This is an optimization exercise on Yosys and OpenROAD, whose aim is small area and a short achievable clock period, not a production implementation. Function was checked by simulation only, so behaviour that the tests miss may differ from the original.

**design/flow/constraint.sdc**
```tcl
create_clock -name core_clock -period 7.5 [get_ports {clk}]
set_input_delay 1.5000 -clock core_clock [delete_from_list [all_inputs] [get_ports {clk}]]
set_output_delay 1.5000 -clock core_clock [all_outputs]
set_load 0.01 [all_outputs]
```
**design/flow/design.v**
```verilog
module audio_ice40_fc_mac_array #(
    parameter int DW         = 16,
    parameter int WW         = 16,
    parameter int AW         = 40,
    parameter int LANES      = 4,
    parameter int BIAS_DEPTH = 64,
    parameter int BIAS_SHIFT = 15
) (
    input  logic                          clk,
    input  logic                          reset,
    input  logic                          i_bias_we,
    input  logic [$clog2(BIAS_DEPTH)-1:0] i_bias_waddr,
    input  logic [LANES*16-1:0]           i_bias_wdata,
    input  logic [$clog2(BIAS_DEPTH)-1:0] i_bias_addr,
    input  logic                          i_init_bias,
    input  logic                          i_run,
    input  logic [DW-1:0]                 i_din,
    input  logic                          i_din_val,
    input  logic [LANES*WW-1:0]           i_weight,
    input  logic                          i_relu,
    input  logic [5:0]                    i_out_shift,
    input  logic                          i_shift,
    input  logic [15:0]                   i_cascade_in,
    output logic [15:0]                   o_cascade_out,
    output logic [LANES*16-1:0]           o_result,
    output logic                          o_done,
    output logic [LANES-1:0]              o_sat
);
    localparam int PW = DW + WW;
    localparam logic signed [AW-1:0] MAXV = AW'(32767);
    localparam logic signed [AW-1:0] MINV = {{(AW-15){1'b1}}, 15'd0};   
    logic [DW-1:0]              din_q;
    logic [LANES*WW-1:0]        w_q;
    logic                       v_q, v1_q;
    logic signed [PW-1:0]       prod_q [LANES];
    logic signed [AW-1:0]       acc_q [LANES];
    logic signed [AW-1:0]       r [LANES];
    logic [LANES*16-1:0]        mem [BIAS_DEPTH];
    logic [LANES*16-1:0]        bias_q;
    logic                       init_q;
    logic [2:0]                 run_q;
    logic                       done_q;
    logic                       cap;
    logic [LANES-1:0][15:0]     res_q, res_d, chain_q;
    logic [LANES-1:0]           sat_q, sat_d;
    assign cap = run_q[2] & ~run_q[1];
    always_ff @(posedge clk) begin
        if (i_bias_we) mem[i_bias_waddr] <= i_bias_wdata;
    end
    always_ff @(posedge clk or posedge reset) begin
        if (reset) begin
            din_q <= '0;
            w_q   <= '0;
            v_q   <= 1'b0;
        end else begin
            din_q <= (i_run && i_din_val) ? i_din : '0;
            w_q   <= i_run ? i_weight : '0;
            v_q   <= i_run & i_din_val;
        end
    end
    always_ff @(posedge clk or posedge reset) begin
        if (reset) begin
            v1_q   <= 1'b0;
            bias_q <= '0;
            init_q <= 1'b0;
            for (int n = 0; n < LANES; n++) begin
                prod_q[n] <= '0;
                acc_q[n]  <= '0;
            end
        end else begin
            v1_q   <= v_q;
            bias_q <= mem[i_bias_addr];
            init_q <= i_init_bias;
            for (int n = 0; n < LANES; n++) begin
                prod_q[n] <= $signed(din_q) * $signed(w_q[WW*n +: WW]);
                acc_q[n]  <= init_q ? ({{(AW-16){bias_q[16*n+15]}}, bias_q[16*n +: 16]} << BIAS_SHIFT)
                           : v1_q ? acc_q[n] + {{(AW-PW){prod_q[n][PW-1]}}, prod_q[n]}
                           : acc_q[n];
            end
        end
    end
    always_comb begin
        res_d = '0;
        sat_d = '0;
        for (int n = 0; n < LANES; n++) begin
            r[n]     = acc_q[n] >>> i_out_shift;
            sat_d[n] = !(i_relu && r[n] < 0) && (r[n] > MAXV || r[n] < MINV);
            res_d[n] = (i_relu && r[n] < 0) ? 16'h0000
                     : (r[n] > MAXV) ? 16'h7FFF
                     : (r[n] < MINV) ? 16'h8000
                     : r[n][15:0];
        end
    end
    always_ff @(posedge clk or posedge reset) begin
        if (reset) begin
            run_q   <= '0;
            done_q  <= 1'b0;
            res_q   <= '0;
            chain_q <= '0;
            sat_q   <= '0;
        end else begin
            run_q  <= {run_q[1:0], i_run};
            done_q <= cap;
            sat_q  <= cap ? (sat_q | sat_d) : i_init_bias ? '0 : sat_q;
            if (cap) begin
                res_q   <= res_d;
                chain_q <= res_d;
            end else if (i_shift) begin
                chain_q <= {chain_q[LANES-2:0], i_cascade_in};
            end
        end
    end
    assign o_result      = res_q;
    assign o_cascade_out = chain_q[LANES-1];
    assign o_done        = done_q;
    assign o_sat         = sat_q;
endmodule
```
**design/flow/config.mk**
```make
export PLATFORM = sky130hd
export DESIGN_NAME = audio_ice40_fc_mac_array
export DESIGN_NICKNAME = audio_ice40_fc_mac_array
export VERILOG_FILES = /design/flow/design.v
export SDC_FILE = /design/flow/constraint.sdc
export NUM_CORES = 4
export LEC_CHECK = 0
export CAP_MARGIN = 20
export CORE_MARGIN = 2
export CORE_UTILIZATION = 30
export SLEW_MARGIN = 20
```
**design/flow/run.sh**
```bash
#!/bin/bash
# synth_recipe.tcl (not shown) runs the flow's synth.tcl, then flattens the netlist and writes it again
# the make line also repeats each setting of config.mk as NAME=value (left out here)
make -C /OpenROAD-flow-scripts/flow DESIGN_CONFIG=/design/flow/config.mk WORK_HOME=/design/flow/orfs CLKGATE_MAP_FILE= SYNTH_SCRIPT=/design/flow/synth_recipe.tcl finish
```
==> run notes <==
## final cells by class
class	count	area, um2	share of cell area [%]
diodes	51	128	0.0486
clock buffers	596	12200	4.66
clock inverters	259	2380	0.905
inverters	1240	4660	1.78
multi-input cells	7580	86800	33.1
flip-flops and latches	4667	137000	52.3
well taps	10206	12800	4.86
repair buffers	646	6250	2.38
## flip-flops by register name, indices dropped and copies added (netlist names)
name	flops
v_q	1
w_q	64
mem	4096
res_q	64
init_q	1
sat_q	4
acc_q	160
run_q	3
chain_q	64
din_q	16
done_q	1
prod_q	128
v1_q	1
bias_q	64
## worst max-delay path, stage by stage, from the launching register on
cell and delay [ns]:
dfrtp_2 0.78, buf_4 0.43, nand2_1 0.13, fa_1 0.49
fa_1 0.48, fa_1 0.54, inv_1 0.05, fa_1 0.51
fa_1 0.50, inv_1 0.05, fa_1 0.47, inv_1 0.04
ha_1 0.23, a2111o_1 0.42, o221a_2 0.24, o21ai_0 0.43
a211oi_1 0.20, nor4_1 0.55, o21ai_0 0.18, a21oi_1 0.20
xnor2_1 0.14
## cell families (layout without fill, tap and decap cells)
kind of cell,count (synthesis),after routing
other,0,51
muxes,1718,1718
and+or+nand+nor,2579,2579
AOI/OAI and AO/OA,1482,1482
DFF,4667,4667
buffers and inverters,2011,2741
xor gates and xnor gates,265,265
adders and majority gates,1536,1536
## cells in the final DEF, fill, tap and decap left out, types with 194 or more instances in the layout
| master | netlist | routed |
|---|---|---|
| buf_4 | 28 | 316 |
| mux4_2 | 1438 | 1438 |
| mux2i_1 | 210 | 210 |
| clkbuf_16 | 0 | 465 |
| a21oi_1 | 455 | 455 |
| xnor2_1 | 202 | 202 |
| clkdlybuf4s50_1 | 0 | 194 |
| ha_1 | 484 | 484 |
| and2_1 | 578 | 578 |
| edfxtp_1 | 4096 | 4096 |
| fa_1 | 1052 | 1052 |
| dfrtp_1 | 571 | 551 |
| o21ai_0 | 373 | 373 |
| nor2_1 | 513 | 451 |
| inv_1 | 1238 | 1230 |
| nand2_1 | 1072 | 1071 |
## routing by layer
metal	wire (um)	vias up
met2	341000	4655
met4	20000	52
met3	48500	983
met5	322	-
li1	-	53848
met1	273000	69476
## stage by stage
stage                     instance area (um2)  TNS [ns]
after detailed placement               248000         0
after CTS                              262000         0
after global routing                   262000         0
final                                  263000         0
after global placement                 248000         0
after floorplan                        232000  -1015.00
## worst paths after layout
check	cells after the start	start	end	slack, ns
hold / removal	0	run_q[0]	run_q[1]	0.35
setup reg to reg	20	din_q[12]	prod_q[0][31]	0.36
max in group asynchronous	3	reset	bias_q[33]	4.95
min in group asynchronous	2	reset	acc_q[2][12]	1.07
setup / recovery	20	din_q[12]	prod_q[0][31]	0.36
hold reg to reg	0	run_q[0]	run_q[1]	0.35
## report_power, final
group	switching (mW)	internal, mW
clock network	10.3	12.5
logic	6.95	5.06
registers	1.27	29.2
total	18.5	46.7
==> reports/results.ini <==
[clock_tree]
hold_buffers = 0
cts_setup_buffers = 0
cts.htree.levels = 5
cts_sinks = 4667
clockRootBuffer = clkbuf_16
clock_latency_ns = 1.08
cts_tree = done
cts_buffers = 463
clock_path_buffers = 4
ctsResizeCount = 0
clkTransAtPathRegs_ns = 0.06

[drt]
wl_um = 683000
final_antenna_net_count = 0
drt_iter0_markers = 14192
vias = 129014
routedWlPerCell_um = 27.1
vias_per_cell = 5.11
dr.pass1.iters = 5
drc = 0

[synth]
synth_top_family_by_area = multiplexers
ys_top_cells_by_count = edfxtp_1, mux4_2, inv_1
synth_cells = 14258
avgSynthCellArea_um2 = 16.2
synth_top_area_share_pct = 53.1
ys_types = 100
synth-compound-area-share_pct = 4.02
yosys-top-cells-area = edfxtp_1, mux4_2, fa_1, dfrtp_1, ha_1
synthArstFlopShare_pct = 12.2
synth-xor-area-share_pct = 1.00
yosys-mux-area-fraction_pct = 15.3
yosys.area.top_type = edfxtp_1
post-synth-top-count-cell = edfxtp_1
yosys.area_share.simple_pct = 5.22
synth-seq-area-share_pct = 59.3
synth_edf_count = 4096
synth_nets = 15980
synth_top_flop_cell = edfxtp_1
synth_seq_cells = 4667
yosys.area_share.adder_pct = 11.7
ys_warn_count = 4
synth_area_um2 = 232000

[placed_design]
place_inst = 24337
io_buffers = 270
dp_hpwl_um = 435000
gp_congestion = 0.867
place_ws_ns = 0.316

[cells_and_area]
syn_to_final_growth_pct = 13.4
stdcell_count = 25245
n_fill_cell = 72870
post-route-util_pct = 34.1
drive_above_1_share_pct = 18.2
final_nets = 16320

[worst_setup_path]
crit_path_end_kind = flip-flop
criticalPathCategory = reg2reg
start_kind = flip-flop
worstPathArrival_ns = 8.10
crit_path_max_fanout = 20
required_ns = 8.46

[global_routing]
use_met2_pct = 29.4
grt_overflow = 0
antenna_found_initial = 85
grt_usage_pct = 17.2
busiest_layer = met2
grt_pass1_vias = 130762
grtUsageMet3_pct = 2.91
grt_pass1_wl_um = 976000
grt_max_degree = 150
use_met1_pct = 22.8

[outcome]
status = no timing/DRC/antenna violations

[floorplanning]
rows = 322
ios = 271
start_util_pct = 30.1
die-area_um2 = 779000
fp.dieH_um = 883
core_area_um2 = 769000
chipWidth_um = 883

[run]
maxCapViolCount = 0

[sta]
fin_hold_ws_ns = 0.347
fin_crit_ns = 7.14
fmax_mhz = 140
clock_skew_ns = 0.105
final_max_slew_viol_count = 0
slew_headroom_pct = 21.3
fin_ws_ns = 0.356
final.period_utilization_pct = 95.3
grt_setup_unrepaired = false
worst_pin_slew_ns = 1.18
setup_violations = 0
finalHoldViolations = 0

[min_path]
min_path_type = reg2reg

[power_and_ir_drop]
total_leakage_power_nw = 94.0
ir_drop_uv = 253
power.density_nw_per_um2 = 248
power_mw = 65.2

separate check: timing with driven ports:
In the flow no input, the clock included, has a driving cell. The finished layout below was timed again as built, in two steps.
Step 1: set_driving_cell puts a clkbuf_16 on clk and a buf_2 on each other input, an assumption about the parent block.
Step 2 adds t to the input delays and takes it off the output delays; t is the mean of the earliest and latest rising clock arrival at the registers after step 1. Input paths then give back, and output paths get back, about the clock's delay inside the block.
Slacks: no drivers / after step 1 / after step 2; pairs: no drivers / after step 1.
t, ns: 1.155
setup slack, ns: 0.356 / 0.356 / 0.356
hold WS [ns]: 0.347 / 0.347 / 0.347
latest minus earliest clock arrival (ns): 0.129 / 0.129
pins driven straight from the clock port: 1
After both steps this run still meets setup and hold. The setup slack of this run moves by 0.000 ns with the drivers and by 0.000 ns with both steps.
